From an optimization exercise on the open Yosys and OpenROAD flow, aimed at small area and a short achievable clock period; shortcuts taken in it are not production practice. The RTL was checked by simulation tests, not by an equivalence proof against the original design. Power and IR drop assume default switching activity.

==> flow/design.v, too long to show whole: its modules and the start of the top module <==
// module compressor_4_2: 16 lines
// module compressor_row: 25 lines
// module reduction_level: 29 lines
// module partial_products: 24 lines
// module kogge_stone_adder: 35 lines
// module wallace_multiplier: 1790 lines
module wallace_multiplier (
    input  logic                              clock,
    input  logic                              reset,
    input  logic [mul_pkg::OPERAND_WIDTH-1:0] a,
    input  logic [mul_pkg::OPERAND_WIDTH-1:0] b,
    output logic [mul_pkg::PRODUCT_WIDTH-1:0] product
);
  // ...
==> flow/flow/run.sh <==
#!/bin/bash
# The standard layout (the standard.sh, unchanged synthesis and steps),
# with plain buf_2 cells as the port buffers instead of the delay cells that
# buffer_ports picks by default. Every input and output still gets a buffer.
set -o pipefail
export BUFFER_PORTS_ARGS="-buffer_cell sky130_fd_sc_hd__buf_2"
bash standard.sh > standard.log 2>&1
==> flow/standard.sh <==
#!/bin/bash
# synth_recipe.tcl (not shown) runs the flow's synth.tcl, then flattens the netlist and writes it again
# the make line also repeats each setting of config.mk as NAME=value (left out here)
make -C /OpenROAD-flow-scripts/flow DESIGN_CONFIG=/design/flow/config.mk WORK_HOME=/design/flow/orfs CLKGATE_MAP_FILE= SYNTH_SCRIPT=/design/flow/synth_recipe.tcl "${@:-finish}"
==> flow/config.mk <==
export PLATFORM = sky130hd
export DESIGN_NAME = wallace_multiplier
export DESIGN_NICKNAME = wallace_multiplier
export VERILOG_FILES = /design/flow/design.v
export SDC_FILE = /design/flow/constraint.sdc
export NUM_CORES = 4
export LEC_CHECK = 0
export CAP_MARGIN = 20
export CORE_MARGIN = 2
export CORE_UTILIZATION = 40
export CTS_CLUSTER_DIAMETER = 150
export CTS_CLUSTER_SIZE = 30
export SETUP_SLACK_MARGIN = 2.5
export SLEW_MARGIN = 20
==> flow/constraint.sdc <==
create_clock -name core_clock -period 4.5 [get_ports {clock}]
set_input_delay 0.9000 -clock core_clock [delete_from_list [all_inputs] [get_ports {clock}]]
set_output_delay 0.9000 -clock core_clock [all_outputs]
set_load 0.01 [all_outputs]
==> summary.txt, run 1 <==
Outcome: no timing/DRC/antenna violations
Post-cts resize count: 45
Fin util: 0.4384
Total grt overflow: 0
Placement Setup Slack: 2220 ps
Residual DRC count: 0
Achievable Freq: 509.0 MHz
Setup repair bufs after CTS: 1
Hold Path Stages: 0
Number of CTS-inserted buffers: 11
Fin. max-slew vios: 0
Sequential cells: 240
Pwr dens: 657.2 nW/um^2
Multi-input combinational area share: 0.5460
Largest family of logic cells by synthesized area: XOR/XNOR gates
Worst EP arrival: 2330 ps
Fin Hold WS: 354.5 ps
Fin. Hold Viols: 0
Setup tns final: 0 ps
Setup crit end: product[19]
Top pwr grp: combinational cells
R2R setup slack: 2540 ps
Non-Clock Inverter Count: 19
RSZ-0062 raised after global routing: yes
Largest net degree at the start of global routing: 45
WP buf/inv: 1
Mapped Avg Cell Area: 9.860 um^2
I/O pin cnt: 66
Top metal layer carrying routed signals: met4
Final antenna diode count: 0
Largest stage delay, worst path: 390 ps
DP Area: 13050 um^2
Biggest register: product
Crit Path Class: reg -> reg
Final setup violation count: 0
Most instantiated cells after synthesis: 304 x xnor2_1, 240 x dfxtp_1, 117 x a22oi_1, 69 x maj3_1, 63 x xor2_1
Final Cell Area: 13520 um^2
Die height: 181.4 um
Routability cong.: 0.8497
First-pass GRT wire length: 45.75 mm
Leakage power: 0.005058 uW
Worst-margin pin slew: 732.4 ps
DRT iter0 DRCs: 739
==> run 2, diff against run 1 <==
--- a/flow/design.v
+++ b/flow/design.v
@@ -503,28 +503,28 @@
     logic c313;
     logic x314;
     logic c315;
     logic x316;
     logic c317;
     logic x318;
     logic c319;
     logic x320;
-    logic x321;
-    logic g322;
-    logic x323;
-    logic g324;
-    logic x325;
-    logic g326;
+    logic c321;
+    logic x322;
+    logic c323;
+    logic x324;
+    logic c325;
+    logic x326;
     logic c327;
     logic x328;
     logic c329;
     logic x330;
-    logic c331;
-    logic x332;
+    logic x331;
+    logic g332;
     logic c333;
     logic x334;
     logic c335;
     logic x336;
     logic c337;
     logic x338;
     logic c339;
     logic x340;
@@ -547,30 +547,30 @@
     logic c357;
     logic x358;
     logic c359;
     logic x360;
     logic c361;
     logic x362;
     logic c363;
     logic x364;
-    logic x365;
-    logic g366;
-    logic x367;
-    logic g368;
+    logic c365;
+    logic x366;
+    logic c367;
+    logic x368;
     logic x369;
     logic g370;
     logic x371;
     logic g372;
-    logic c373;
-    logic x374;
-    logic c375;
-    logic x376;
-    logic c377;
-    logic x378;
+    logic x373;
+    logic g374;
+    logic x375;
+    logic g376;
+    logic x377;
+    logic g378;
     logic c379;
     logic x380;
     logic c381;
     logic x382;
     logic c383;
     logic x384;
     logic c385;
     logic x386;
@@ -603,20 +603,20 @@
     logic c413;
     logic x414;
     logic c415;
     logic x416;
     logic c417;
     logic x418;
     logic c419;
     logic x420;
-    logic x421;
-    logic g422;
-    logic c423;
-    logic x424;
+    logic c421;
+    logic x422;
+    logic x423;
+    logic g424;
     logic x425;
     logic g426;
     logic x427;
     logic g428;
     logic x429;
     logic g430;
     logic x431;
     logic g432;
@@ -665,48 +665,48 @@
     logic x475;
     logic g476;
     logic x477;
     logic g478;
     logic x479;
     logic g480;
     logic x481;
     logic g482;
-    logic x483;
+    logic g483;
     logic g484;
     logic g485;
-    logic q486;
-    logic q487;
-    logic q488;
-    logic q489;
+    logic g486;
+    logic g487;
+    logic g488;
+    logic g489;
     logic q490;
-    logic q491;
+    logic g491;
     logic q492;
-    logic q493;
+    logic g493;
     logic q494;
-    logic q495;
+    logic g495;
     logic q496;
-    logic q497;
+    logic g497;
     logic q498;
-    logic q499;
-    logic g500;
+    logic g499;
+    logic q500;
     logic g501;
-    logic g502;
+    logic q502;
     logic g503;
-    logic g504;
+    logic q504;
     logic g505;
-    logic g506;
+    logic q506;
     logic g507;
-    logic g508;
+    logic q508;
     logic g509;
-    logic g510;
+    logic q510;
     logic g511;
-    logic g512;
+    logic q512;
     logic g513;
-    logic g514;
+    logic q514;
     logic g515;
     logic q516;
     logic g517;
     logic q518;
     logic g519;
     logic q520;
     logic g521;
     logic q522;
@@ -728,39 +728,39 @@
     logic q538;
     logic g539;
     logic q540;
     logic g541;
     logic q542;
     logic g543;
     logic q544;
     logic g545;
-    logic q546;
+    logic g546;
     logic g547;
-    logic q548;
+    logic g548;
     logic g549;
-    logic q550;
+    logic g550;
     logic g551;
-    logic q552;
+    logic g552;
     logic g553;
-    logic q554;
+    logic g554;
     logic g555;
-    logic q556;
+    logic g556;
     logic g557;
-    logic q558;
+    logic g558;
     logic g559;
-    logic q560;
+    logic g560;
     logic g561;
-    logic q562;
+    logic g562;
     logic g563;
-    logic q564;
+    logic g564;
     logic g565;
-    logic q566;
+    logic g566;
     logic g567;
-    logic q568;
+    logic g568;
     logic g569;
     logic q570;
     logic g571;
     logic q572;
     logic g573;
     logic q574;
     logic g575;
     logic q576;
@@ -786,136 +786,158 @@
     logic q596;
     logic g597;
     logic q598;
     logic g599;
     logic q600;
     logic g601;
     logic q602;
     logic g603;
-    logic q604;
-    logic g605;
-    logic q606;
-    logic g607;
-    logic q608;
-    logic g609;
-    logic q610;
-    logic g611;
-    logic q612;
-    logic g613;
-    logic x614;
+    logic x604;
+    logic x605;
+    logic x606;
+    logic x607;
+    logic x608;
+    logic x609;
+    logic x610;
+    logic x611;
+    logic g612;
+    logic x613;
+    logic g614;
     logic x615;
-    logic x616;
-    logic x617;
-    logic x618;
+    logic nn616;
+    logic m617;
+    logic o618;
     logic x619;
     logic x620;
-    logic x621;
-    logic x622;
-    logic x623;
+    logic m621;
+    logic g622;
+    logic o623;
     logic x624;
     logic x625;
-    logic x626;
-    logic x627;
-    logic x628;
+    logic m626;
+    logic g627;
+    logic o628;
     logic x629;
     logic x630;
-    logic x631;
-    logic m632;
-    logic x633;
+    logic m631;
+    logic nn632;
+    logic m633;
     logic o634;
     logic x635;
     logic x636;
     logic m637;
-    logic x638;
+    logic g638;
     logic o639;
     logic x640;
     logic x641;
     logic m642;
-    logic x643;
+    logic g643;
     logic o644;
     logic x645;
     logic x646;
     logic m647;
-    logic x648;
-    logic o649;
-    logic x650;
+    logic nn648;
+    logic m649;
+    logic o650;
     logic x651;
-    logic m652;
-    logic x653;
-    logic o654;
-    logic x655;
+    logic x652;
+    logic m653;
+    logic g654;
+    logic o655;
     logic x656;
-    logic m657;
-    logic x658;
-    logic o659;
-    logic x660;
+    logic x657;
+    logic m658;
+    logic g659;
+    logic o660;
     logic x661;
-    logic m662;
-    logic x663;
-    logic o664;
-    logic x665;
-    logic x666;
-    logic m667;
+    logic x662;
+    logic m663;
+    logic nn664;
+    logic m665;
+    logic o666;
+    logic x667;
     logic x668;
-    logic o669;
-    logic x670;
-    logic x671;
-    logic m672;
+    logic m669;
+    logic g670;
+    logic o671;
+    logic x672;
     logic x673;
-    logic o674;
-    logic x675;
-    logic x676;
-    logic m677;
+    logic m674;
+    logic g675;
+    logic o676;
+    logic x677;
     logic x678;
-    logic o679;
-    logic x680;
-    logic x681;
-    logic m682;
+    logic m679;
+    logic nn680;
+    logic m681;
+    logic o682;
     logic x683;
-    logic o684;
-    logic x685;
-    logic x686;
-    logic m687;
+    logic x684;
+    logic m685;
+    logic g686;
+    logic o687;
     logic x688;
-    logic o689;
-    logic x690;
-    logic x691;
-    logic m692;
+    logic x689;
+    logic m690;
+    logic g691;
+    logic o692;
     logic x693;
-    logic o694;
-    logic x695;
-    logic x696;
+    logic x694;
+    logic m695;
+    logic nn696;
     logic m697;
-    logic x698;
-    logic o699;
+    logic o698;
+    logic x699;
     logic x700;
-    logic x701;
-    logic m702;
+    logic m701;
+    logic g702;
+    logic o703;
+    logic x704;
+    logic x705;
+    logic m706;
+    logic g707;
+    logic o708;
+    logic x709;
+    logic x710;
+    logic m711;
+    logic nn712;
+    logic m713;
+    logic o714;
+    logic x715;
+    logic x716;
+    logic m717;
+    logic g718;
+    logic o719;
+    logic x720;
+    logic x721;
+    logic m722;
+    logic g723;
+    logic o724;
+    logic x725;
+    logic x726;
+    logic m727;
     logic r2_0_0;
     logic r2_0_1;
     logic r2_1_0;
     logic r2_2_0;
     logic r2_3_0;
-    logic r2_3_1;
-    logic r2_3_2;
     logic r2_4_0;
     logic r2_4_1;
+    logic r2_4_2;
     logic r2_5_0;
     logic r2_5_1;
     logic r2_6_0;
     logic r2_6_1;
-    logic r2_6_2;
-    logic r2_6_3;
     logic r2_7_0;
     logic r2_7_1;
-    logic r2_7_2;
     logic r2_8_0;
     logic r2_8_1;
     logic r2_8_2;
+    logic r2_8_3;
     logic r2_9_0;
     logic r2_9_1;
     logic r2_9_2;
     logic r2_9_3;
     logic r2_10_0;
     logic r2_10_1;
     logic r2_10_2;
     logic r2_10_3;
@@ -980,27 +1002,24 @@
     logic r2_25_2;
     logic r2_25_3;
     logic r2_26_0;
     logic r2_26_1;
     logic r2_26_2;
     logic r2_26_3;
     logic r2_27_0;
     logic r2_27_1;
-    logic r2_27_2;
-    logic r2_27_3;
     logic r2_28_0;
     logic r2_28_1;
+    logic r2_28_3;
     logic r2_29_0;
     logic r2_29_1;
     logic r2_30_0;
     logic r2_30_1;
     logic r2_31_0;
-    logic r2_31_1;
-    logic r2_31_2;
     logic r3_p0;
     logic r3_p1;
     logic r3_p2;
     logic r3_p3;
     logic r3_p4;
     logic r3_p5;
     logic r3_p6;
     logic r3_p7;
@@ -1023,46 +1042,47 @@
     logic r3_p24;
     logic r3_p25;
     logic r3_p26;
     logic r3_p27;
     logic r3_p28;
     logic r3_p29;
     logic r3_p30;
     logic r3_p31;
-    logic r3_g0;
+    logic r3_G0;
     logic r3_G1;
+    logic r3_G2;
     logic r3_G3;
-    logic r3_g4;
+    logic r3_G4;
     logic r3_G5;
-    logic r3_g6;
+    logic r3_G6;
     logic r3_G7;
-    logic r3_g8;
+    logic r3_G8;
     logic r3_G9;
-    logic r3_g10;
+    logic r3_G10;
     logic r3_G11;
-    logic r3_g12;
+    logic r3_G12;
     logic r3_G13;
-    logic r3_g14;
+    logic r3_G14;
     logic r3_G15;
-    logic r3_g16;
+    logic r3_G16;
     logic r3_G17;
-    logic r3_g18;
+    logic r3_G18;
     logic r3_G19;
-    logic r3_g20;
+    logic r3_G20;
     logic r3_G21;
-    logic r3_g22;
+    logic r3_G22;
     logic r3_G23;
-    logic r3_g24;
+    logic r3_G24;
     logic r3_G25;
-    logic r3_g26;
+    logic r3_G26;
     logic r3_G27;
-    logic r3_g28;
+    logic r3_G28;
     logic r3_G29;
-    logic r3_g30;
+    logic r3_G30;
     logic r3_G31;
     logic [31:0] sum_d;
     assign pp1 = ((one_q[0] & a_q[0])) ^ neg_q[0];
     assign pp2 = ((one_q[0] & a_q[1]) | (two_q[0] & a_q[0])) ^ neg_q[0];
     assign pp3 = ((one_q[0] & a_q[2]) | (two_q[0] & a_q[1])) ^ neg_q[0];
     assign pp4 = ((one_q[0] & a_q[3]) | (two_q[0] & a_q[2])) ^ neg_q[0];
     assign pp5 = ((one_q[0] & a_q[4]) | (two_q[0] & a_q[3])) ^ neg_q[0];
     assign pp6 = ((one_q[0] & a_q[5]) | (two_q[0] & a_q[4])) ^ neg_q[0];
@@ -1375,421 +1395,443 @@
     assign c313 = (pp118 ^ pp133) ? g148 : pp118;
     assign x314 = pp118 ^ pp133 ^ g148;
     assign c315 = (pp119 ^ pp134) ? g149 : pp119;
     assign x316 = pp119 ^ pp134 ^ g149;
     assign c317 = (pp135 ^ g150) ? nn159 : pp135;
     assign x318 = pp135 ^ g150 ^ nn159;
     assign c319 = (pp136 ^ g151) ? 1'b1 : pp136;
     assign x320 = pp136 ^ g151 ^ 1'b1;
-    assign x321 = r2_6_0 ^ r2_6_1;
-    assign g322 = r2_6_0 & r2_6_1;
-    assign x323 = r2_7_0 ^ r2_7_1;
-    assign g324 = r2_7_0 & r2_7_1;
-    assign x325 = r2_8_0 ^ r2_8_1;
-    assign g326 = r2_8_0 & r2_8_1;
-    assign c327 = (r2_9_0 ^ r2_9_1) ? r2_9_2 : r2_9_0;
-    assign x328 = r2_9_0 ^ r2_9_1 ^ r2_9_2;
-    assign c329 = (r2_10_0 ^ r2_10_1) ? r2_10_2 : r2_10_0;
-    assign x330 = r2_10_0 ^ r2_10_1 ^ r2_10_2;
-    assign c331 = (r2_11_0 ^ r2_11_1) ? r2_11_2 : r2_11_0;
-    assign x332 = r2_11_0 ^ r2_11_1 ^ r2_11_2;
-    assign c333 = (r2_12_0 ^ r2_12_1) ? r2_12_2 : r2_12_0;
-    assign x334 = r2_12_0 ^ r2_12_1 ^ r2_12_2;
-    assign c335 = (r2_13_0 ^ r2_13_1) ? r2_13_2 : r2_13_0;
-    assign x336 = r2_13_0 ^ r2_13_1 ^ r2_13_2;
-    assign c337 = (r2_14_0 ^ r2_14_1) ? r2_14_2 : r2_14_0;
-    assign x338 = r2_14_0 ^ r2_14_1 ^ r2_14_2;
-    assign c339 = (r2_15_0 ^ r2_15_1) ? r2_15_2 : r2_15_0;
-    assign x340 = r2_15_0 ^ r2_15_1 ^ r2_15_2;
-    assign c341 = (r2_16_0 ^ r2_16_1) ? r2_16_2 : r2_16_0;
-    assign x342 = r2_16_0 ^ r2_16_1 ^ r2_16_2;
-    assign c343 = (r2_17_0 ^ r2_17_1) ? r2_17_2 : r2_17_0;
-    assign x344 = r2_17_0 ^ r2_17_1 ^ r2_17_2;
-    assign c345 = (r2_18_0 ^ r2_18_1) ? r2_18_2 : r2_18_0;
-    assign x346 = r2_18_0 ^ r2_18_1 ^ r2_18_2;
-    assign c347 = (r2_19_0 ^ r2_19_1) ? r2_19_2 : r2_19_0;
-    assign x348 = r2_19_0 ^ r2_19_1 ^ r2_19_2;
-    assign c349 = (r2_20_0 ^ r2_20_1) ? r2_20_2 : r2_20_0;
-    assign x350 = r2_20_0 ^ r2_20_1 ^ r2_20_2;
-    assign c351 = (r2_21_0 ^ r2_21_1) ? r2_21_2 : r2_21_0;
-    assign x352 = r2_21_0 ^ r2_21_1 ^ r2_21_2;
-    assign c353 = (r2_22_0 ^ r2_22_1) ? r2_22_2 : r2_22_0;
-    assign x354 = r2_22_0 ^ r2_22_1 ^ r2_22_2;
-    assign c355 = (r2_23_0 ^ r2_23_1) ? r2_23_2 : r2_23_0;
-    assign x356 = r2_23_0 ^ r2_23_1 ^ r2_23_2;
-    assign c357 = (r2_24_0 ^ r2_24_1) ? r2_24_2 : r2_24_0;
-    assign x358 = r2_24_0 ^ r2_24_1 ^ r2_24_2;
-    assign c359 = (r2_25_0 ^ r2_25_1) ? r2_25_2 : r2_25_0;
-    assign x360 = r2_25_0 ^ r2_25_1 ^ r2_25_2;
-    assign c361 = (r2_26_0 ^ r2_26_1) ? r2_26_2 : r2_26_0;
-    assign x362 = r2_26_0 ^ r2_26_1 ^ r2_26_2;
-    assign c363 = (r2_27_0 ^ r2_27_1) ? r2_27_2 : r2_27_0;
-    assign x364 = r2_27_0 ^ r2_27_1 ^ r2_27_2;
-    assign x365 = r2_28_0 ^ r2_28_1;
-    assign g366 = r2_28_0 & r2_28_1;
-    assign x367 = r2_3_0 ^ r2_3_1;
-    assign g368 = r2_3_0 & r2_3_1;
-    assign x369 = r2_4_0 ^ r2_4_1;
-    assign g370 = r2_4_0 & r2_4_1;
-    assign x371 = r2_5_0 ^ r2_5_1;
-    assign g372 = r2_5_0 & r2_5_1;
-    assign c373 = (x321 ^ r2_6_2) ? r2_6_3 : x321;
-    assign x374 = x321 ^ r2_6_2 ^ r2_6_3;
-    assign c375 = (g322 ^ x323) ? r2_7_2 : g322;
-    assign x376 = g322 ^ x323 ^ r2_7_2;
-    assign c377 = (g324 ^ x325) ? r2_8_2 : g324;
-    assign x378 = g324 ^ x325 ^ r2_8_2;
-    assign c379 = (g326 ^ x328) ? r2_9_3 : g326;
-    assign x380 = g326 ^ x328 ^ r2_9_3;
-    assign c381 = (c327 ^ x330) ? r2_10_3 : c327;
-    assign x382 = c327 ^ x330 ^ r2_10_3;
-    assign c383 = (c329 ^ x332) ? r2_11_3 : c329;
-    assign x384 = c329 ^ x332 ^ r2_11_3;
-    assign c385 = (c331 ^ x334) ? r2_12_3 : c331;
-    assign x386 = c331 ^ x334 ^ r2_12_3;
-    assign c387 = (c333 ^ x336) ? r2_13_3 : c333;
-    assign x388 = c333 ^ x336 ^ r2_13_3;
-    assign c389 = (c335 ^ x338) ? r2_14_3 : c335;
-    assign x390 = c335 ^ x338 ^ r2_14_3;
-    assign c391 = (c337 ^ x340) ? r2_15_3 : c337;
-    assign x392 = c337 ^ x340 ^ r2_15_3;
-    assign c393 = (c339 ^ x342) ? r2_16_3 : c339;
-    assign x394 = c339 ^ x342 ^ r2_16_3;
-    assign c395 = (c341 ^ x344) ? r2_17_3 : c341;
-    assign x396 = c341 ^ x344 ^ r2_17_3;
-    assign c397 = (c343 ^ x346) ? r2_18_3 : c343;
-    assign x398 = c343 ^ x346 ^ r2_18_3;
-    assign c399 = (c345 ^ x348) ? r2_19_3 : c345;
-    assign x400 = c345 ^ x348 ^ r2_19_3;
-    assign c401 = (c347 ^ x350) ? r2_20_3 : c347;
-    assign x402 = c347 ^ x350 ^ r2_20_3;
-    assign c403 = (c349 ^ x352) ? r2_21_3 : c349;
-    assign x404 = c349 ^ x352 ^ r2_21_3;
-    assign c405 = (c351 ^ x354) ? r2_22_3 : c351;
-    assign x406 = c351 ^ x354 ^ r2_22_3;
-    assign c407 = (c353 ^ x356) ? r2_23_3 : c353;
-    assign x408 = c353 ^ x356 ^ r2_23_3;
-    assign c409 = (c355 ^ x358) ? r2_24_3 : c355;
-    assign x410 = c355 ^ x358 ^ r2_24_3;
-    assign c411 = (c357 ^ x360) ? r2_25_3 : c357;
-    assign x412 = c357 ^ x360 ^ r2_25_3;
-    assign c413 = (c359 ^ x362) ? r2_26_3 : c359;
-    assign x414 = c359 ^ x362 ^ r2_26_3;
-    assign c415 = (c361 ^ x364) ? r2_27_3 : c361;
-    assign x416 = c361 ^ x364 ^ r2_27_3;
-    assign c417 = (c363 ^ x365) ? 1'b1 : c363;
-    assign x418 = c363 ^ x365 ^ 1'b1;
-    assign c419 = (g366 ^ r2_29_0) ? r2_29_1 : g366;
-    assign x420 = g366 ^ r2_29_0 ^ r2_29_1;
-    assign x421 = r2_30_0 ^ r2_30_1;
-    assign g422 = r2_30_0 & r2_30_1;
-    assign c423 = (r2_31_0 ^ r2_31_1) ? r2_31_2 : r2_31_0;
-    assign x424 = r2_31_0 ^ r2_31_1 ^ r2_31_2;
+    assign c321 = (pp4 ^ pp19) ? c227 : pp4;
+    assign x322 = pp4 ^ pp19 ^ c227;
+    assign c323 = (neg_q[3] ^ pp52) ? c231 : neg_q[3];
+    assign x324 = neg_q[3] ^ pp52 ^ c231;
+    assign c325 = (pp53 ^ c233) ? x236 : pp53;
+    assign x326 = pp53 ^ c233 ^ x236;
+    assign c327 = (nn158 ^ g312) ? c309 : nn158;
+    assign x328 = nn158 ^ g312 ^ c309;
+    assign c329 = (nn160 ^ g152) ? c319 : nn160;
+    assign x330 = nn160 ^ g152 ^ c319;
+    assign x331 = r2_8_0 ^ r2_8_1;
+    assign g332 = r2_8_0 & r2_8_1;
+    assign c333 = (r2_9_0 ^ r2_9_1) ? r2_9_2 : r2_9_0;
+    assign x334 = r2_9_0 ^ r2_9_1 ^ r2_9_2;
+    assign c335 = (r2_10_0 ^ r2_10_1) ? r2_10_2 : r2_10_0;
+    assign x336 = r2_10_0 ^ r2_10_1 ^ r2_10_2;
+    assign c337 = (r2_11_0 ^ r2_11_1) ? r2_11_2 : r2_11_0;
+    assign x338 = r2_11_0 ^ r2_11_1 ^ r2_11_2;
+    assign c339 = (r2_12_0 ^ r2_12_1) ? r2_12_2 : r2_12_0;
+    assign x340 = r2_12_0 ^ r2_12_1 ^ r2_12_2;
+    assign c341 = (r2_13_0 ^ r2_13_1) ? r2_13_2 : r2_13_0;
+    assign x342 = r2_13_0 ^ r2_13_1 ^ r2_13_2;
+    assign c343 = (r2_14_0 ^ r2_14_1) ? r2_14_2 : r2_14_0;
+    assign x344 = r2_14_0 ^ r2_14_1 ^ r2_14_2;
+    assign c345 = (r2_15_0 ^ r2_15_1) ? r2_15_2 : r2_15_0;
+    assign x346 = r2_15_0 ^ r2_15_1 ^ r2_15_2;
+    assign c347 = (r2_16_0 ^ r2_16_1) ? r2_16_2 : r2_16_0;
+    assign x348 = r2_16_0 ^ r2_16_1 ^ r2_16_2;
+    assign c349 = (r2_17_0 ^ r2_17_1) ? r2_17_2 : r2_17_0;
+    assign x350 = r2_17_0 ^ r2_17_1 ^ r2_17_2;
+    assign c351 = (r2_18_0 ^ r2_18_1) ? r2_18_2 : r2_18_0;
+    assign x352 = r2_18_0 ^ r2_18_1 ^ r2_18_2;
+    assign c353 = (r2_19_0 ^ r2_19_1) ? r2_19_2 : r2_19_0;
+    assign x354 = r2_19_0 ^ r2_19_1 ^ r2_19_2;
+    assign c355 = (r2_20_0 ^ r2_20_1) ? r2_20_2 : r2_20_0;
+    assign x356 = r2_20_0 ^ r2_20_1 ^ r2_20_2;
+    assign c357 = (r2_21_0 ^ r2_21_1) ? r2_21_2 : r2_21_0;
+    assign x358 = r2_21_0 ^ r2_21_1 ^ r2_21_2;
+    assign c359 = (r2_22_0 ^ r2_22_1) ? r2_22_2 : r2_22_0;
+    assign x360 = r2_22_0 ^ r2_22_1 ^ r2_22_2;
+    assign c361 = (r2_23_0 ^ r2_23_1) ? r2_23_2 : r2_23_0;
+    assign x362 = r2_23_0 ^ r2_23_1 ^ r2_23_2;
+    assign c363 = (r2_24_0 ^ r2_24_1) ? r2_24_2 : r2_24_0;
+    assign x364 = r2_24_0 ^ r2_24_1 ^ r2_24_2;
+    assign c365 = (r2_25_0 ^ r2_25_1) ? r2_25_2 : r2_25_0;
+    assign x366 = r2_25_0 ^ r2_25_1 ^ r2_25_2;
+    assign c367 = (r2_26_0 ^ r2_26_1) ? r2_26_2 : r2_26_0;
+    assign x368 = r2_26_0 ^ r2_26_1 ^ r2_26_2;
+    assign x369 = r2_28_0 ^ r2_28_1;
+    assign g370 = r2_28_0 & r2_28_1;
+    assign x371 = r2_4_0 ^ r2_4_1;
+    assign g372 = r2_4_0 & r2_4_1;
+    assign x373 = r2_5_0 ^ r2_5_1;
+    assign g374 = r2_5_0 & r2_5_1;
+    assign x375 = r2_6_0 ^ r2_6_1;
+    assign g376 = r2_6_0 & r2_6_1;
+    assign x377 = r2_7_0 ^ r2_7_1;
+    assign g378 = r2_7_0 & r2_7_1;
+    assign c379 = (x331 ^ r2_8_2) ? r2_8_3 : x331;
+    assign x380 = x331 ^ r2_8_2 ^ r2_8_3;
+    assign c381 = (g332 ^ x334) ? r2_9_3 : g332;
+    assign x382 = g332 ^ x334 ^ r2_9_3;
+    assign c383 = (c333 ^ x336) ? r2_10_3 : c333;
+    assign x384 = c333 ^ x336 ^ r2_10_3;
+    assign c385 = (c335 ^ x338) ? r2_11_3 : c335;
+    assign x386 = c335 ^ x338 ^ r2_11_3;
+    assign c387 = (c337 ^ x340) ? r2_12_3 : c337;
+    assign x388 = c337 ^ x340 ^ r2_12_3;
+    assign c389 = (c339 ^ x342) ? r2_13_3 : c339;
+    assign x390 = c339 ^ x342 ^ r2_13_3;
+    assign c391 = (c341 ^ x344) ? r2_14_3 : c341;
+    assign x392 = c341 ^ x344 ^ r2_14_3;
+    assign c393 = (c343 ^ x346) ? r2_15_3 : c343;
+    assign x394 = c343 ^ x346 ^ r2_15_3;
+    assign c395 = (c345 ^ x348) ? r2_16_3 : c345;
+    assign x396 = c345 ^ x348 ^ r2_16_3;
+    assign c397 = (c347 ^ x350) ? r2_17_3 : c347;
+    assign x398 = c347 ^ x350 ^ r2_17_3;
+    assign c399 = (c349 ^ x352) ? r2_18_3 : c349;
+    assign x400 = c349 ^ x352 ^ r2_18_3;
+    assign c401 = (c351 ^ x354) ? r2_19_3 : c351;
+    assign x402 = c351 ^ x354 ^ r2_19_3;
+    assign c403 = (c353 ^ x356) ? r2_20_3 : c353;
+    assign x404 = c353 ^ x356 ^ r2_20_3;
+    assign c405 = (c355 ^ x358) ? r2_21_3 : c355;
+    assign x406 = c355 ^ x358 ^ r2_21_3;
+    assign c407 = (c357 ^ x360) ? r2_22_3 : c357;
+    assign x408 = c357 ^ x360 ^ r2_22_3;
+    assign c409 = (c359 ^ x362) ? r2_23_3 : c359;
+    assign x410 = c359 ^ x362 ^ r2_23_3;
+    assign c411 = (c361 ^ x364) ? r2_24_3 : c361;
+    assign x412 = c361 ^ x364 ^ r2_24_3;
+    assign c413 = (c363 ^ x366) ? r2_25_3 : c363;
+    assign x414 = c363 ^ x366 ^ r2_25_3;
+    assign c415 = (c365 ^ x368) ? r2_26_3 : c365;
+    assign x416 = c365 ^ x368 ^ r2_26_3;
+    assign c417 = (c367 ^ r2_27_0) ? r2_27_1 : c367;
+    assign x418 = c367 ^ r2_27_0 ^ r2_27_1;
+    assign c419 = (x369 ^ r2_28_3) ? 1'b1 : x369;
+    assign x420 = x369 ^ r2_28_3 ^ 1'b1;
+    assign c421 = (g370 ^ r2_29_0) ? r2_29_1 : g370;
+    assign x422 = g370 ^ r2_29_0 ^ r2_29_1;
+    assign x423 = r2_30_0 ^ r2_30_1;
+    assign g424 = r2_30_0 & r2_30_1;
     assign x425 = r2_0_0 ^ r2_0_1;
     assign g426 = r2_0_0 & r2_0_1;
-    assign x427 = x367 ^ r2_3_2;
-    assign g428 = x367 & r2_3_2;
-    assign x429 = g368 ^ x369;
-    assign g430 = g368 & x369;
-    assign x431 = g370 ^ x371;
-    assign g432 = g370 & x371;
-    assign x433 = g372 ^ x374;
-    assign g434 = g372 & x374;
-    assign x435 = c373 ^ x376;
-    assign g436 = c373 & x376;
-    assign x437 = c375 ^ x378;
-    assign g438 = c375 & x378;
-    assign x439 = c377 ^ x380;
-    assign g440 = c377 & x380;
-    assign x441 = c379 ^ x382;
-    assign g442 = c379 & x382;
-    assign x443 = c381 ^ x384;
-    assign g444 = c381 & x384;
-    assign x445 = c383 ^ x386;
-    assign g446 = c383 & x386;
-    assign x447 = c385 ^ x388;
-    assign g448 = c385 & x388;
-    assign x449 = c387 ^ x390;
-    assign g450 = c387 & x390;
-    assign x451 = c389 ^ x392;
-    assign g452 = c389 & x392;
-    assign x453 = c391 ^ x394;
-    assign g454 = c391 & x394;
-    assign x455 = c393 ^ x396;
-    assign g456 = c393 & x396;
-    assign x457 = c395 ^ x398;
-    assign g458 = c395 & x398;
-    assign x459 = c397 ^ x400;
-    assign g460 = c397 & x400;
-    assign x461 = c399 ^ x402;
-    assign g462 = c399 & x402;
-    assign x463 = c401 ^ x404;
-    assign g464 = c401 & x404;
-    assign x465 = c403 ^ x406;
-    assign g466 = c403 & x406;
-    assign x467 = c405 ^ x408;
-    assign g468 = c405 & x408;
-    assign x469 = c407 ^ x410;
-    assign g470 = c407 & x410;
-    assign x471 = c409 ^ x412;
-    assign g472 = c409 & x412;
-    assign x473 = c411 ^ x414;
-    assign g474 = c411 & x414;
-    assign x475 = c413 ^ x416;
-    assign g476 = c413 & x416;
-    assign x477 = c415 ^ x418;
-    assign g478 = c415 & x418;
-    assign x479 = c417 ^ x420;
-    assign g480 = c417 & x420;
-    assign x481 = c419 ^ x421;
-    assign g482 = c419 & x421;
-    assign x483 = g422 ^ x424;
-    assign g484 = g422 & x424;
-    assign g485 = r2_1_0 & g426;
-    assign q486 = g432 | (x431 & g430);
-    assign q487 = g436 | (x435 & g434);
-    assign q488 = g440 | (x439 & g438);
-    assign q489 = g444 | (x443 & g442);
-    assign q490 = g448 | (x447 & g446);
-    assign q491 = g452 | (x451 & g450);
-    assign q492 = g456 | (x455 & g454);
-    assign q493 = g460 | (x459 & g458);
-    assign q494 = g464 | (x463 & g462);
-    assign q495 = g468 | (x467 & g466);
-    assign q496 = g472 | (x471 & g470);
-    assign q497 = g476 | (x475 & g474);
-    assign q498 = g480 | (x479 & g478);
-    assign q499 = g484 | (x483 & g482);
-    assign g500 = r3_p1 & r3_p0;
-    assign g501 = r3_p3 & r3_p2;
-    assign g502 = r3_p5 & r3_p4;
-    assign g503 = r3_p7 & r3_p6;
-    assign g504 = r3_p9 & r3_p8;
-    assign g505 = r3_p11 & r3_p10;
-    assign g506 = r3_p13 & r3_p12;
-    assign g507 = r3_p15 & r3_p14;
-    assign g508 = r3_p17 & r3_p16;
-    assign g509 = r3_p19 & r3_p18;
-    assign g510 = r3_p21 & r3_p20;
-    assign g511 = r3_p23 & r3_p22;
-    assign g512 = r3_p25 & r3_p24;
-    assign g513 = r3_p27 & r3_p26;
-    assign g514 = r3_p29 & r3_p28;
-    assign g515 = r3_p31 & r3_p30;
-    assign q516 = r3_G3 | (g501 & r3_G1);
-    assign g517 = g501 & g500;
-    assign q518 = r3_G5 | (g502 & r3_G3);
-    assign g519 = g502 & g501;
-    assign q520 = r3_G7 | (g503 & r3_G5);
-    assign g521 = g503 & g502;
-    assign q522 = r3_G9 | (g504 & r3_G7);
-    assign g523 = g504 & g503;
-    assign q524 = r3_G11 | (g505 & r3_G9);
-    assign g525 = g505 & g504;
-    assign q526 = r3_G13 | (g506 & r3_G11);
-    assign g527 = g506 & g505;
-    assign q528 = r3_G15 | (g507 & r3_G13);
-    assign g529 = g507 & g506;
-    assign q530 = r3_G17 | (g508 & r3_G15);
-    assign g531 = g508 & g507;
-    assign q532 = r3_G19 | (g509 & r3_G17);
-    assign g533 = g509 & g508;
-    assign q534 = r3_G21 | (g510 & r3_G19);
-    assign g535 = g510 & g509;
-    assign q536 = r3_G23 | (g511 & r3_G21);
-    assign g537 = g511 & g510;
-    assign q538 = r3_G25 | (g512 & r3_G23);
-    assign g539 = g512 & g511;
-    assign q540 = r3_G27 | (g513 & r3_G25);
-    assign g541 = g513 & g512;
-    assign q542 = r3_G29 | (g514 & r3_G27);
-    assign g543 = g514 & g513;
-    assign q544 = r3_G31 | (g515 & r3_G29);
-    assign g545 = g515 & g514;
-    assign q546 = q518 | (g519 & r3_G1);
-    assign g547 = g519 & g500;
-    assign q548 = q520 | (g521 & q516);
-    assign g549 = g521 & g517;
-    assign q550 = q522 | (g523 & q518);
-    assign g551 = g523 & g519;
-    assign q552 = q524 | (g525 & q520);
-    assign g553 = g525 & g521;
-    assign q554 = q526 | (g527 & q522);
-    assign g555 = g527 & g523;
-    assign q556 = q528 | (g529 & q524);
-    assign g557 = g529 & g525;
-    assign q558 = q530 | (g531 & q526);
-    assign g559 = g531 & g527;
-    assign q560 = q532 | (g533 & q528);
-    assign g561 = g533 & g529;
-    assign q562 = q534 | (g535 & q530);
-    assign g563 = g535 & g531;
-    assign q564 = q536 | (g537 & q532);
-    assign g565 = g537 & g533;
-    assign q566 = q538 | (g539 & q534);
-    assign g567 = g539 & g535;
-    assign q568 = q540 | (g541 & q536);
-    assign g569 = g541 & g537;
-    assign q570 = q542 | (g543 & q538);
-    assign g571 = g543 & g539;
-    assign q572 = q544 | (g545 & q540);
-    assign g573 = g545 & g541;
-    assign q574 = q550 | (g551 & r3_G1);
-    assign g575 = g551 & g500;
-    assign q576 = q552 | (g553 & q516);
-    assign g577 = g553 & g517;
-    assign q578 = q554 | (g555 & q546);
-    assign g579 = g555 & g547;
-    assign q580 = q556 | (g557 & q548);
-    assign g581 = g557 & g549;
-    assign q582 = q558 | (g559 & q550);
-    assign g583 = g559 & g551;
-    assign q584 = q560 | (g561 & q552);
-    assign g585 = g561 & g553;
-    assign q586 = q562 | (g563 & q554);
-    assign g587 = g563 & g555;
-    assign q588 = q564 | (g565 & q556);
-    assign g589 = g565 & g557;
-    assign q590 = q566 | (g567 & q558);
-    assign g591 = g567 & g559;
-    assign q592 = q568 | (g569 & q560);
-    assign g593 = g569 & g561;
-    assign q594 = q570 | (g571 & q562);
-    assign g595 = g571 & g563;
-    assign q596 = q572 | (g573 & q564);
-    assign g597 = g573 & g565;
-    assign q598 = q582 | (g583 & r3_G1);
-    assign g599 = g583 & g500;
-    assign q600 = q584 | (g585 & q516);
-    assign g601 = g585 & g517;
-    assign q602 = q586 | (g587 & q546);
-    assign g603 = g587 & g547;
-    assign q604 = q588 | (g589 & q548);
-    assign g605 = g589 & g549;
-    assign q606 = q590 | (g591 & q574);
-    assign g607 = g591 & g575;
-    assign q608 = q592 | (g593 & q576);
-    assign g609 = g593 & g577;
-    assign q610 = q594 | (g595 & q578);
-    assign g611 = g595 & g579;
-    assign q612 = q596 | (g597 & q580);
-    assign g613 = g597 & g581;
-    assign x614 = g501 ^ r3_G1;
-    assign x615 = g502 ^ q516;
-    assign x616 = g503 ^ q546;
-    assign x617 = g504 ^ q548;
-    assign x618 = g505 ^ q574;
-    assign x619 = g506 ^ q576;
-    assign x620 = g507 ^ q578;
-    assign x621 = g508 ^ q580;
-    assign x622 = g509 ^ q598;
-    assign x623 = g510 ^ q600;
-    assign x624 = g511 ^ q602;
-    assign x625 = g512 ^ q604;
-    assign x626 = g513 ^ q606;
-    assign x627 = g514 ^ q608;
-    assign x628 = g515 ^ q610;
-    assign x629 = r3_p1 ^ r3_g0;
-    assign x630 = r3_p2 ^ r3_G1;
-    assign x631 = r3_p3 ^ r3_p2;
-    assign m632 = r3_G1 ? x631 : r3_p3;
-    assign x633 = r3_p4 ^ q516;
-    assign o634 = r3_g4 | r3_p4;
-    assign x635 = r3_p5 ^ o634;
-    assign x636 = r3_p5 ^ r3_g4;
-    assign m637 = q516 ? x635 : x636;
-    assign x638 = r3_p6 ^ q546;
-    assign o639 = r3_g6 | r3_p6;
-    assign x640 = r3_p7 ^ o639;
-    assign x641 = r3_p7 ^ r3_g6;
-    assign m642 = q546 ? x640 : x641;
-    assign x643 = r3_p8 ^ q548;
-    assign o644 = r3_g8 | r3_p8;
-    assign x645 = r3_p9 ^ o644;
-    assign x646 = r3_p9 ^ r3_g8;
-    assign m647 = q548 ? x645 : x646;
-    assign x648 = r3_p10 ^ q574;
-    assign o649 = r3_g10 | r3_p10;
-    assign x650 = r3_p11 ^ o649;
-    assign x651 = r3_p11 ^ r3_g10;
-    assign m652 = q574 ? x650 : x651;
-    assign x653 = r3_p12 ^ q576;
-    assign o654 = r3_g12 | r3_p12;
-    assign x655 = r3_p13 ^ o654;
-    assign x656 = r3_p13 ^ r3_g12;
-    assign m657 = q576 ? x655 : x656;
-    assign x658 = r3_p14 ^ q578;
-    assign o659 = r3_g14 | r3_p14;
-    assign x660 = r3_p15 ^ o659;
-    assign x661 = r3_p15 ^ r3_g14;
-    assign m662 = q578 ? x660 : x661;
-    assign x663 = r3_p16 ^ q580;
-    assign o664 = r3_g16 | r3_p16;
-    assign x665 = r3_p17 ^ o664;
-    assign x666 = r3_p17 ^ r3_g16;
-    assign m667 = q580 ? x665 : x666;
-    assign x668 = r3_p18 ^ q598;
-    assign o669 = r3_g18 | r3_p18;
-    assign x670 = r3_p19 ^ o669;
-    assign x671 = r3_p19 ^ r3_g18;
-    assign m672 = q598 ? x670 : x671;
-    assign x673 = r3_p20 ^ q600;
-    assign o674 = r3_g20 | r3_p20;
-    assign x675 = r3_p21 ^ o674;
-    assign x676 = r3_p21 ^ r3_g20;
-    assign m677 = q600 ? x675 : x676;
-    assign x678 = r3_p22 ^ q602;
-    assign o679 = r3_g22 | r3_p22;
-    assign x680 = r3_p23 ^ o679;
-    assign x681 = r3_p23 ^ r3_g22;
-    assign m682 = q602 ? x680 : x681;
-    assign x683 = r3_p24 ^ q604;
-    assign o684 = r3_g24 | r3_p24;
-    assign x685 = r3_p25 ^ o684;
-    assign x686 = r3_p25 ^ r3_g24;
-    assign m687 = q604 ? x685 : x686;
-    assign x688 = r3_p26 ^ q606;
-    assign o689 = r3_g26 | r3_p26;
-    assign x690 = r3_p27 ^ o689;
-    assign x691 = r3_p27 ^ r3_g26;
-    assign m692 = q606 ? x690 : x691;
-    assign x693 = r3_p28 ^ q608;
-    assign o694 = r3_g28 | r3_p28;
-    assign x695 = r3_p29 ^ o694;
-    assign x696 = r3_p29 ^ r3_g28;
-    assign m697 = q608 ? x695 : x696;
-    assign x698 = r3_p30 ^ q610;
-    assign o699 = r3_g30 | r3_p30;
-    assign x700 = r3_p31 ^ o699;
-    assign x701 = r3_p31 ^ r3_g30;
-    assign m702 = q610 ? x700 : x701;
-    assign sum_d = {m702, x698, m697, x693, m692, x688, m687, x683, m682, x678, m677, x673, m672, x668, m667, x663, m662, x658, m657, x653, m652, x648, m647, x643, m642, x638, m637, x633, m632, x630, x629, r3_p0};
+    assign x427 = x371 ^ r2_4_2;
+    assign g428 = x371 & r2_4_2;
+    assign x429 = g372 ^ x373;
+    assign g430 = g372 & x373;
+    assign x431 = g374 ^ x375;
+    assign g432 = g374 & x375;
+    assign x433 = g376 ^ x377;
+    assign g434 = g376 & x377;
+    assign x435 = g378 ^ x380;
+    assign g436 = g378 & x380;
+    assign x437 = c379 ^ x382;
+    assign g438 = c379 & x382;
+    assign x439 = c381 ^ x384;
+    assign g440 = c381 & x384;
+    assign x441 = c383 ^ x386;
+    assign g442 = c383 & x386;
+    assign x443 = c385 ^ x388;
+    assign g444 = c385 & x388;
+    assign x445 = c387 ^ x390;
+    assign g446 = c387 & x390;
+    assign x447 = c389 ^ x392;
+    assign g448 = c389 & x392;
+    assign x449 = c391 ^ x394;
+    assign g450 = c391 & x394;
+    assign x451 = c393 ^ x396;
+    assign g452 = c393 & x396;
+    assign x453 = c395 ^ x398;
+    assign g454 = c395 & x398;
+    assign x455 = c397 ^ x400;
+    assign g456 = c397 & x400;
+    assign x457 = c399 ^ x402;
+    assign g458 = c399 & x402;
+    assign x459 = c401 ^ x404;
+    assign g460 = c401 & x404;
+    assign x461 = c403 ^ x406;
+    assign g462 = c403 & x406;
+    assign x463 = c405 ^ x408;
+    assign g464 = c405 & x408;
+    assign x465 = c407 ^ x410;
+    assign g466 = c407 & x410;
+    assign x467 = c409 ^ x412;
+    assign g468 = c409 & x412;
+    assign x469 = c411 ^ x414;
+    assign g470 = c411 & x414;
+    assign x471 = c413 ^ x416;
+    assign g472 = c413 & x416;
+    assign x473 = c415 ^ x418;
+    assign g474 = c415 & x418;
+    assign x475 = c417 ^ x420;
+    assign g476 = c417 & x420;
+    assign x477 = c419 ^ x422;
+    assign g478 = c419 & x422;
+    assign x479 = c421 ^ x423;
+    assign g480 = c421 & x423;
+    assign x481 = g424 ^ r2_31_0;
+    assign g482 = g424 & r2_31_0;
+    assign g483 = r2_1_0 & g426;
+    assign g484 = r2_1_0 & x425;
+    assign g485 = r2_3_0 & r2_2_0;
+    assign g486 = r2_2_0 & g483;
+    assign g487 = r2_2_0 & g484;
+    assign g488 = g485 & g483;
+    assign g489 = g485 & g484;
+    assign q490 = g430 | (x429 & g428);
+    assign g491 = x429 & x427;
+    assign q492 = g434 | (x433 & g432);
+    assign g493 = x433 & x431;
+    assign q494 = g432 | (x431 & q490);
+    assign g495 = x431 & g491;
+    assign q496 = q492 | (g493 & q490);
+    assign g497 = g493 & g491;
+    assign q498 = g438 | (x437 & g436);
+    assign g499 = x437 & x435;
+    assign q500 = g442 | (x441 & g440);
+    assign g501 = x441 & x439;
+    assign q502 = g440 | (x439 & q498);
+    assign g503 = x439 & g499;
+    assign q504 = q500 | (g501 & q498);
+    assign g505 = g501 & g499;
+    assign q506 = g446 | (x445 & g444);
+    assign g507 = x445 & x443;
+    assign q508 = g450 | (x449 & g448);
+    assign g509 = x449 & x447;
+    assign q510 = g448 | (x447 & q506);
+    assign g511 = x447 & g507;
+    assign q512 = q508 | (g509 & q506);
+    assign g513 = g509 & g507;
+    assign q514 = g454 | (x453 & g452);
+    assign g515 = x453 & x451;
+    assign q516 = g458 | (x457 & g456);
+    assign g517 = x457 & x455;
+    assign q518 = g456 | (x455 & q514);
+    assign g519 = x455 & g515;
+    assign q520 = q516 | (g517 & q514);
+    assign g521 = g517 & g515;
+    assign q522 = g462 | (x461 & g460);
+    assign g523 = x461 & x459;
+    assign q524 = g466 | (x465 & g464);
+    assign g525 = x465 & x463;
+    assign q526 = g464 | (x463 & q522);
+    assign g527 = x463 & g523;
+    assign q528 = q524 | (g525 & q522);
+    assign g529 = g525 & g523;
+    assign q530 = g470 | (x469 & g468);
+    assign g531 = x469 & x467;
+    assign q532 = g474 | (x473 & g472);
+    assign g533 = x473 & x471;
+    assign q534 = g472 | (x471 & q530);
+    assign g535 = x471 & g531;
+    assign q536 = q532 | (g533 & q530);
+    assign g537 = g533 & g531;
+    assign q538 = g478 | (x477 & g476);
+    assign g539 = x477 & x475;
+    assign q540 = g482 | (x481 & g480);
+    assign g541 = x481 & x479;
+    assign q542 = g480 | (x479 & q538);
+    assign g543 = x479 & g539;
+    assign q544 = q540 | (g541 & q538);
+    assign g545 = g541 & g539;
+    assign g546 = r3_p1 & r3_p0;
+    assign g547 = r3_p2 & g546;
+    assign g548 = r3_p3 & g547;
+    assign g549 = r3_p5 & r3_p4;
+    assign g550 = r3_p6 & g549;
+    assign g551 = r3_p7 & g550;
+    assign g552 = r3_p9 & r3_p8;
+    assign g553 = r3_p10 & g552;
+    assign g554 = r3_p11 & g553;
+    assign g555 = r3_p13 & r3_p12;
+    assign g556 = r3_p14 & g555;
+    assign g557 = r3_p15 & g556;
+    assign g558 = r3_p17 & r3_p16;
+    assign g559 = r3_p18 & g558;
+    assign g560 = r3_p19 & g559;
+    assign g561 = r3_p21 & r3_p20;
+    assign g562 = r3_p22 & g561;
+    assign g563 = r3_p23 & g562;
+    assign g564 = r3_p25 & r3_p24;
+    assign g565 = r3_p26 & g564;
+    assign g566 = r3_p27 & g565;
+    assign g567 = r3_p29 & r3_p28;
+    assign g568 = r3_p30 & g567;
+    assign g569 = r3_p31 & g568;
+    assign q570 = r3_G7 | (g551 & r3_G3);
+    assign g571 = g551 & g548;
+    assign q572 = r3_G11 | (g554 & r3_G7);
+    assign g573 = g554 & g551;
+    assign q574 = r3_G15 | (g557 & r3_G11);
+    assign g575 = g557 & g554;
+    assign q576 = r3_G19 | (g560 & r3_G15);
+    assign g577 = g560 & g557;
+    assign q578 = r3_G23 | (g563 & r3_G19);
+    assign g579 = g563 & g560;
+    assign q580 = r3_G27 | (g566 & r3_G23);
+    assign g581 = g566 & g563;
+    assign q582 = r3_G31 | (g569 & r3_G27);
+    assign g583 = g569 & g566;
+    assign q584 = q572 | (g573 & r3_G3);
+    assign g585 = g573 & g548;
+    assign q586 = q574 | (g575 & q570);
+    assign g587 = g575 & g571;
+    assign q588 = q576 | (g577 & q572);
+    assign g589 = g577 & g573;
+    assign q590 = q578 | (g579 & q574);
+    assign g591 = g579 & g575;
+    assign q592 = q580 | (g581 & q576);
+    assign g593 = g581 & g577;
+    assign q594 = q582 | (g583 & q578);
+    assign g595 = g583 & g579;
+    assign q596 = q588 | (g589 & r3_G3);
+    assign g597 = g589 & g548;
+    assign q598 = q590 | (g591 & q570);
+    assign g599 = g591 & g571;
+    assign q600 = q592 | (g593 & q584);
+    assign g601 = g593 & g585;
+    assign q602 = q594 | (g595 & q586);
+    assign g603 = g595 & g587;
+    assign x604 = g551 ^ r3_G3;
+    assign x605 = g554 ^ q570;
+    assign x606 = g557 ^ q584;
+    assign x607 = g560 ^ q586;
+    assign x608 = g563 ^ q596;
+    assign x609 = g566 ^ q598;
+    assign x610 = g569 ^ q600;
+    assign x611 = r3_p1 ^ r3_G0;
+    assign g612 = r3_p1 & r3_p0;
+    assign x613 = r3_p2 ^ r3_G1;
+    assign g614 = r3_p2 & g612;
+    assign x615 = r3_p3 ^ r3_G2;
+    assign nn616 = ~r3_p4;
+    assign m617 = r3_G3 ? nn616 : r3_p4;
+    assign o618 = r3_G4 | r3_p4;
+    assign x619 = r3_p5 ^ o618;
+    assign x620 = r3_p5 ^ r3_G4;
+    assign m621 = r3_G3 ? x619 : x620;
+    assign g622 = r3_p5 & r3_p4;
+    assign o623 = r3_G5 | g622;
+    assign x624 = r3_p6 ^ o623;
+    assign x625 = r3_p6 ^ r3_G5;
+    assign m626 = r3_G3 ? x624 : x625;
+    assign g627 = r3_p6 & g622;
+    assign o628 = r3_G6 | g627;
+    assign x629 = r3_p7 ^ o628;
+    assign x630 = r3_p7 ^ r3_G6;
+    assign m631 = r3_G3 ? x629 : x630;
+    assign nn632 = ~r3_p8;
+    assign m633 = q570 ? nn632 : r3_p8;
+    assign o634 = r3_G8 | r3_p8;
+    assign x635 = r3_p9 ^ o634;
+    assign x636 = r3_p9 ^ r3_G8;
+    assign m637 = q570 ? x635 : x636;
+    assign g638 = r3_p9 & r3_p8;
+    assign o639 = r3_G9 | g638;
+    assign x640 = r3_p10 ^ o639;
+    assign x641 = r3_p10 ^ r3_G9;
+    assign m642 = q570 ? x640 : x641;
+    assign g643 = r3_p10 & g638;
+    assign o644 = r3_G10 | g643;
+    assign x645 = r3_p11 ^ o644;
+    assign x646 = r3_p11 ^ r3_G10;
+    assign m647 = q570 ? x645 : x646;
+    assign nn648 = ~r3_p12;
+    assign m649 = q584 ? nn648 : r3_p12;
+    assign o650 = r3_G12 | r3_p12;
+    assign x651 = r3_p13 ^ o650;
+    assign x652 = r3_p13 ^ r3_G12;
+    assign m653 = q584 ? x651 : x652;
+    assign g654 = r3_p13 & r3_p12;
+    assign o655 = r3_G13 | g654;
+    assign x656 = r3_p14 ^ o655;
+    assign x657 = r3_p14 ^ r3_G13;
+    assign m658 = q584 ? x656 : x657;
+    assign g659 = r3_p14 & g654;
+    assign o660 = r3_G14 | g659;
+    assign x661 = r3_p15 ^ o660;
+    assign x662 = r3_p15 ^ r3_G14;
+    assign m663 = q584 ? x661 : x662;
+    assign nn664 = ~r3_p16;
+    assign m665 = q586 ? nn664 : r3_p16;
+    assign o666 = r3_G16 | r3_p16;
+    assign x667 = r3_p17 ^ o666;
+    assign x668 = r3_p17 ^ r3_G16;
+    assign m669 = q586 ? x667 : x668;
+    assign g670 = r3_p17 & r3_p16;
+    assign o671 = r3_G17 | g670;
+    assign x672 = r3_p18 ^ o671;
+    assign x673 = r3_p18 ^ r3_G17;
+    assign m674 = q586 ? x672 : x673;
+    assign g675 = r3_p18 & g670;
+    assign o676 = r3_G18 | g675;
+    assign x677 = r3_p19 ^ o676;
+    assign x678 = r3_p19 ^ r3_G18;
+    assign m679 = q586 ? x677 : x678;
+    assign nn680 = ~r3_p20;
+    assign m681 = q596 ? nn680 : r3_p20;
+    assign o682 = r3_G20 | r3_p20;
+    assign x683 = r3_p21 ^ o682;
+    assign x684 = r3_p21 ^ r3_G20;
+    assign m685 = q596 ? x683 : x684;
+    assign g686 = r3_p21 & r3_p20;
+    assign o687 = r3_G21 | g686;
+    assign x688 = r3_p22 ^ o687;
+    assign x689 = r3_p22 ^ r3_G21;
+    assign m690 = q596 ? x688 : x689;
+    assign g691 = r3_p22 & g686;
+    assign o692 = r3_G22 | g691;
+    assign x693 = r3_p23 ^ o692;
+    assign x694 = r3_p23 ^ r3_G22;
+    assign m695 = q596 ? x693 : x694;
+    assign nn696 = ~r3_p24;
+    assign m697 = q598 ? nn696 : r3_p24;
+    assign o698 = r3_G24 | r3_p24;
+    assign x699 = r3_p25 ^ o698;
+    assign x700 = r3_p25 ^ r3_G24;
+    assign m701 = q598 ? x699 : x700;
+    assign g702 = r3_p25 & r3_p24;
+    assign o703 = r3_G25 | g702;
+    assign x704 = r3_p26 ^ o703;
+    assign x705 = r3_p26 ^ r3_G25;
+    assign m706 = q598 ? x704 : x705;
+    assign g707 = r3_p26 & g702;
+    assign o708 = r3_G26 | g707;
+    assign x709 = r3_p27 ^ o708;
+    assign x710 = r3_p27 ^ r3_G26;
+    assign m711 = q598 ? x709 : x710;
+    assign nn712 = ~r3_p28;
+    assign m713 = q600 ? nn712 : r3_p28;
+    assign o714 = r3_G28 | r3_p28;
+    assign x715 = r3_p29 ^ o714;
+    assign x716 = r3_p29 ^ r3_G28;
+    assign m717 = q600 ? x715 : x716;
+    assign g718 = r3_p29 & r3_p28;
+    assign o719 = r3_G29 | g718;
+    assign x720 = r3_p30 ^ o719;
+    assign x721 = r3_p30 ^ r3_G29;
+    assign m722 = q600 ? x720 : x721;
+    assign g723 = r3_p30 & g718;
+    assign o724 = r3_G30 | g723;
+    assign x725 = r3_p31 ^ o724;
+    assign x726 = r3_p31 ^ r3_G30;
+    assign m727 = q600 ? x725 : x726;
+    assign sum_d = {m727, m722, m717, m713, m711, m706, m701, m697, m695, m690, m685, m681, m679, m674, m669, m665, m663, m658, m653, m649, m647, m642, m637, m633, m631, m626, m621, m617, x615, x613, x611, r3_p0};
     always_ff @(posedge clock) begin
         r2_0_0 <= pp1;
         r2_0_1 <= neg_q[0];
         r2_1_0 <= pp2;
         r2_2_0 <= x228;
-        r2_3_0 <= c227;
-        r2_3_1 <= pp4;
-        r2_3_2 <= pp19;
+        r2_3_0 <= x322;
         r2_4_0 <= x230;
         r2_4_1 <= neg_q[2];
+        r2_4_2 <= c321;
         r2_5_0 <= c229;
         r2_5_1 <= x232;
-        r2_6_0 <= c231;
-        r2_6_1 <= x234;
-        r2_6_2 <= pp52;
-        r2_6_3 <= neg_q[3];
-        r2_7_0 <= c233;
-        r2_7_1 <= x236;
-        r2_7_2 <= pp53;
+        r2_6_0 <= x234;
+        r2_6_1 <= x324;
+        r2_7_0 <= c323;
+        r2_7_1 <= x326;
         r2_8_0 <= c235;
         r2_8_1 <= x238;
         r2_8_2 <= x240;
+        r2_8_3 <= c325;
         r2_9_0 <= c237;
         r2_9_1 <= c239;
         r2_9_2 <= x242;
         r2_9_3 <= x243;
         r2_10_0 <= c241;
         r2_10_1 <= g244;
         r2_10_2 <= x246;
         r2_10_3 <= x248;
@@ -1852,94 +1894,92 @@
         r2_25_0 <= c301;
         r2_25_1 <= c303;
         r2_25_2 <= x306;
         r2_25_3 <= x308;
         r2_26_0 <= c305;
         r2_26_1 <= c307;
         r2_26_2 <= x310;
         r2_26_3 <= x311;
-        r2_27_0 <= c309;
-        r2_27_1 <= g312;
-        r2_27_2 <= x314;
-        r2_27_3 <= nn158;
+        r2_27_0 <= x314;
+        r2_27_1 <= x328;
         r2_28_0 <= c313;
         r2_28_1 <= x316;
+        r2_28_3 <= c327;
         r2_29_0 <= c315;
         r2_29_1 <= x318;
         r2_30_0 <= c317;
         r2_30_1 <= x320;
-        r2_31_0 <= c319;
-        r2_31_1 <= g152;
-        r2_31_2 <= nn160;
+        r2_31_0 <= x330;
     end
     always_ff @(posedge clock) begin
         r3_p0 <= x425;
         r3_p1 <= r2_1_0;
         r3_p2 <= r2_2_0;
-        r3_p3 <= x427;
-        r3_p4 <= x429;
-        r3_p5 <= x431;
-        r3_p6 <= x433;
-        r3_p7 <= x435;
-        r3_p8 <= x437;
-        r3_p9 <= x439;
-        r3_p10 <= x441;
-        r3_p11 <= x443;
-        r3_p12 <= x445;
-        r3_p13 <= x447;
-        r3_p14 <= x449;
-        r3_p15 <= x451;
-        r3_p16 <= x453;
-        r3_p17 <= x455;
-        r3_p18 <= x457;
-        r3_p19 <= x459;
-        r3_p20 <= x461;
-        r3_p21 <= x463;
-        r3_p22 <= x465;
-        r3_p23 <= x467;
-        r3_p24 <= x469;
-        r3_p25 <= x471;
-        r3_p26 <= x473;
-        r3_p27 <= x475;
-        r3_p28 <= x477;
-        r3_p29 <= x479;
-        r3_p30 <= x481;
-        r3_p31 <= x483;
-        r3_g0 <= g426;
-        r3_G1 <= g485;
-        r3_G3 <= g428;
-        r3_g4 <= g430;
-        r3_G5 <= q486;
-        r3_g6 <= g434;
-        r3_G7 <= q487;
-        r3_g8 <= g438;
-        r3_G9 <= q488;
-        r3_g10 <= g442;
-        r3_G11 <= q489;
-        r3_g12 <= g446;
-        r3_G13 <= q490;
-        r3_g14 <= g450;
-        r3_G15 <= q491;
-        r3_g16 <= g454;
-        r3_G17 <= q492;
-        r3_g18 <= g458;
-        r3_G19 <= q493;
-        r3_g20 <= g462;
-        r3_G21 <= q494;
-        r3_g22 <= g466;
-        r3_G23 <= q495;
-        r3_g24 <= g470;
-        r3_G25 <= q496;
-        r3_g26 <= g474;
-        r3_G27 <= q497;
-        r3_g28 <= g478;
-        r3_G29 <= q498;
-        r3_g30 <= g482;
-        r3_G31 <= q499;
+        r3_p3 <= r2_3_0;
+        r3_p4 <= x427;
+        r3_p5 <= x429;
+        r3_p6 <= x431;
+        r3_p7 <= x433;
+        r3_p8 <= x435;
+        r3_p9 <= x437;
+        r3_p10 <= x439;
+        r3_p11 <= x441;
+        r3_p12 <= x443;
+        r3_p13 <= x445;
+        r3_p14 <= x447;
+        r3_p15 <= x449;
+        r3_p16 <= x451;
+        r3_p17 <= x453;
+        r3_p18 <= x455;
+        r3_p19 <= x457;
+        r3_p20 <= x459;
+        r3_p21 <= x461;
+        r3_p22 <= x463;
+        r3_p23 <= x465;
+        r3_p24 <= x467;
+        r3_p25 <= x469;
+        r3_p26 <= x471;
+        r3_p27 <= x473;
+        r3_p28 <= x475;
+        r3_p29 <= x477;
+        r3_p30 <= x479;
+        r3_p31 <= x481;
+        r3_G0 <= g426;
+        r3_G1 <= g483;
+        r3_G2 <= g486;
+        r3_G3 <= g488;
+        r3_G4 <= g428;
+        r3_G5 <= q490;
+        r3_G6 <= q494;
+        r3_G7 <= q496;
+        r3_G8 <= g436;
+        r3_G9 <= q498;
+        r3_G10 <= q502;
+        r3_G11 <= q504;
+        r3_G12 <= g444;
+        r3_G13 <= q506;
+        r3_G14 <= q510;
+        r3_G15 <= q512;
+        r3_G16 <= g452;
+        r3_G17 <= q514;
+        r3_G18 <= q518;
+        r3_G19 <= q520;
+        r3_G20 <= g460;
+        r3_G21 <= q522;
+        r3_G22 <= q526;
+        r3_G23 <= q528;
+        r3_G24 <= g468;
+        r3_G25 <= q530;
+        r3_G26 <= q534;
+        r3_G27 <= q536;
+        r3_G28 <= g476;
+        r3_G29 <= q538;
+        r3_G30 <= q542;
+        r3_G31 <= q544;
     end
     always_ff @(posedge clock) begin
         if (reset) begin
             product <= '0;
         end else begin
             product <= sum_d;
         end
     end
--- a/flow/config.mk
+++ b/flow/config.mk
@@ -4,11 +4,11 @@
 export VERILOG_FILES = /design/flow/design.v
 export SDC_FILE = /design/flow/constraint.sdc
 export NUM_CORES = 4
 export LEC_CHECK = 0
 export CAP_MARGIN = 20
 export CORE_MARGIN = 2
 export CORE_UTILIZATION = 40
 export CTS_CLUSTER_DIAMETER = 150
-export CTS_CLUSTER_SIZE = 30
+export CTS_CLUSTER_SIZE = 25
 export SETUP_SLACK_MARGIN = 2.5
 export SLEW_MARGIN = 20
==> summary.txt, run 2 <==
CP required: 4870 ps (about the same)
Top-area cell type share of the netlist area: 0.3772 (was 0.3816)
MaxCap Viol Count: 0 (unchanged)
Final antenna diode count: 0 (unchanged)
Die Wd: 180.6 um (was 181.4 um)
All-layer global routing usage: 0.1637 (was 0.1731)
CTS tree: done (unchanged)
Met2 GRT Util: 0.2427 (was 0.2516)
Main synth FF type: dfxtp_1 (unchanged)
Pwr dens: 674.7 nW/um^2 (was 657.2 nW/um^2)
Synthesized netlist cell count: 1221 (was 1277)
Fin. max-slew vios: 0 (unchanged)
Sequential fraction of the synthesis area: 0.3772 (was 0.3816)
Core Rows: 64 (unchanged)
CTS Sinks: 235 (was 240)
HP Start: r2_2_0 (was r2_1_0)
Worst EP arrival: 2320 ps (was 2330 ps)
Largest stage delay, worst path: 340 ps (was 390 ps)
RSZ-0062 raised after global routing: yes (unchanged)
Worst-Skew Late Latency: 510 ps (was 490 ps)
Fin. Hold Viols: 0 (unchanged)
Largest net degree at the start of global routing: 40 (was 45)
Outcome: no timing/DRC/antenna violations (unchanged)
WL/cell: 16.40 um (was 17.19 um)
Mapped Avg Cell Area: 10.22 um^2 (was 9.860 um^2)
Total Die Area: 32610 um^2 (was 32910 um^2)
Routability cong.: 0.8505 (was 0.8497)
Final setup violation count: 0 (unchanged)
Worst-path clk slew: 90 ps (was 110 ps)
R2R setup slack: 2550 ps (was 2540 ps)
Most frequent cells in the layout: 299 x xnor2_1, 186 x dfxtp_1, 104 x a22oi_1, 65 x xor2_1, 65 x buf_2 (was 304 x xnor2_1, 202 x dfxtp_1, 117 x a22oi_1, 69 x maj3_1, 65 x buf_2)
Detail Placement HPWL: 18.59 mm (was 20.10 mm)
Crit Path Class: reg -> reg (unchanged)
CP max FO: 5 (was 6)
Final wirelength: 26.65 mm (was 28.73 mm)
Nets: 1309 (was 1359)
DRT Pass-1 Iters: 5 (unchanged)
First-pass GRT wire length: 43.41 mm (was 45.75 mm)
Global routing's busiest layer: met1 (unchanged)
DRT iter0 DRCs: 527 (was 739)
Die height: 180.6 um (was 181.4 um)
Most instantiated cells after synthesis: 305 x xnor2_1, 235 x dfxtp_1, 104 x a22oi_1, 67 x xor2_1, 61 x nor2_1 (was 304 x xnor2_1, 240 x dfxtp_1, 117 x a22oi_1, 69 x maj3_1, 63 x xor2_1)
Cell type with the largest total area after synthesis: dfxtp_1 (unchanged)
Synth cell types: 52 (was 53)
Number of CTS-inserted buffers: 13 (was 11)
Layout Skew: 38.53 ps (was 27.18 ps)
Largest register FFs: 32 (unchanged)
Biggest register: product (unchanged)
I/O pin cnt: 66 (unchanged)
Critical R2R Capture: product[31] (was product[19])
Peak supply drop: 0.2570 mV (was 0.2574 mV)
Hold Path Class: reg -> reg (unchanged)
Worst reg2reg path depth: 7 (unchanged)
Slowest-stage cell, CP: dfxtp_2 (was dfxtp_1)
Root Buffer: clkbuf_16 (unchanged)
Area growth, synth to finish: 7.634% (was 7.354%)
Fin Hold WS: 352.2 ps (was 354.5 ps)
Residual DRC count: 0 (unchanged)
Setup tns final: 0 ps (unchanged)
Vias per inst: 4.963 (was 5.174)
Number of routed nets with antenna violations: 0 (unchanged)
Leakage power: 0.005091 uW (was 0.005058 uW)
Hold Path Stages: 0 (unchanged)
Crit path from: r3_p5 (was r3_p12)
Hold Crit Endpoint: r3_p2 (was r3_p1)
GR met3 Demand/Resource: 0.02546 (was 0.03209)
Worst-margin pin slew: 701.3 ps (was 732.4 ps)
Achievable Freq: 511.8 MHz (was 509.0 MHz)
Initial Util: 0.4067 (was 0.4084)
Max-Slew Margin vs Limit: 0.5325 (was 0.5117)
Total grt overflow: 0 (unchanged)
[run 2: power breakdown]
part	total [uW]	switching, uW	internal [uW]	leakage [uW]
Combinational	4320	2040	2280	0.00293
Sequential	3520	622	2900	0.00199
Clock	1210	675	536	0.000172
Total	9060	3340	5720	0.00509
[run 2: layer usage]
layer	vias up	part of all wire
met5	-	0
met4	0	0.016
met3	30	0.062
met2	232	0.42
met1	3687	0.51
li1	4116	-
[run 2: cell families after synthesis]
group,Yosys count,share of synthesized area
adders and majority gates,121,0.1085
muxes,14,0.01224
xor gates and xnor gates,372,0.2612
buffers and inverters,101,0.04985
DFF,235,0.3772
and+or+nand+nor,173,0.06671
AOI/OAI and AO/OA,205,0.1243
[run 2: layout make-up]
type                            count  area (um^2)  share of cell area
Tap cell                          396        495.5             0.03691
Sequential cell                   235         4821              0.3591
Timing Repair Buffer               80        437.9             0.03262
Inverter                           14        52.55            0.003914
Clock inverter                      2        25.02            0.001864
Multi-Input combinational cell    885         7268              0.5414
Clock buffer                       13        325.3             0.02423
[run 2: worst max-delay path, delay by kind of cell, from the launching register on]
kind	cells	cell delay [ps]
DFF	1	340
AOI/OAI and AO/OA	3	710
buffers and inverters	1	180
muxes	1	330
and+or+nand+nor	2	260
[run 2: repair_timing]
action,in CTS,in global routing
hold buffers,0,0
setup buffers,2,8
pin swaps,9,24
gates cloned,0,0
setup endpoints to repair,61,48
endpoints found under the hold margin,0,0
gates resized for setup,44,52
[run 2: worst max-delay path by stage]
stage	end	slack (ps)	cells after the start
6_report	product[31]	2550	7
5_1_grt	r3_G27	2440	8
4_1_cts	product[31]	2480	7
3_5_place_dp	r2_18_2	2170	4
3_3_place_gp	r2_20_0	2220	3
2_1_floorplan	r2_16_1	2520	7
[run 2: metrics by stage]
step | util | area (um^2) | power [uW] | setup WS [ps]
floorplan | - | 12470 | 6784 | 2522
global placement | 0.4161 | 12760 | 7626 | 2221
CTS | 0.4311 | 13220 | 9006 | 2476
global route | 0.4377 | 13430 | 9934 | 2445
finish | 0.4377 | 13430 | 9058 | 2546
detailed placement | 0.4161 | 12760 | 7688 | 2172

==> afterwards: timing with drivers on the ports <==
No port has a modelled driver above. Below, the same layouts with a new extraction and two added sets of constraints.
Step 1, drivers: a clkbuf_16 drives clock and a buf_2 each remaining input, both assumed.
Step 2 adds t to the input delays and takes it off the output delays; t is the mean of the earliest and latest rising clock arrival at the registers after step 1. Input paths then give back, and output paths get back, about the clock's delay inside the block.
Three values: ideal ports, drivers, drivers and shift; two values: the first two.
run	t, ns	setup slack, ns	hold WS [ns]	slew at the worst register clock pin (ns)
run 1	0.518	2.535 / 2.535 / 2.319	0.355 / 0.355 / 0.355	0.12 / 0.12
run 2	0.535	2.546 / 2.546 / 2.496	0.352 / 0.352 / 0.352	0.11 / 0.11
After both steps every run listed still meets setup and hold. For run 1, which loses most, drivers alone change the setup slack by 0.000 ns; drivers and shift together by -0.216 ns.
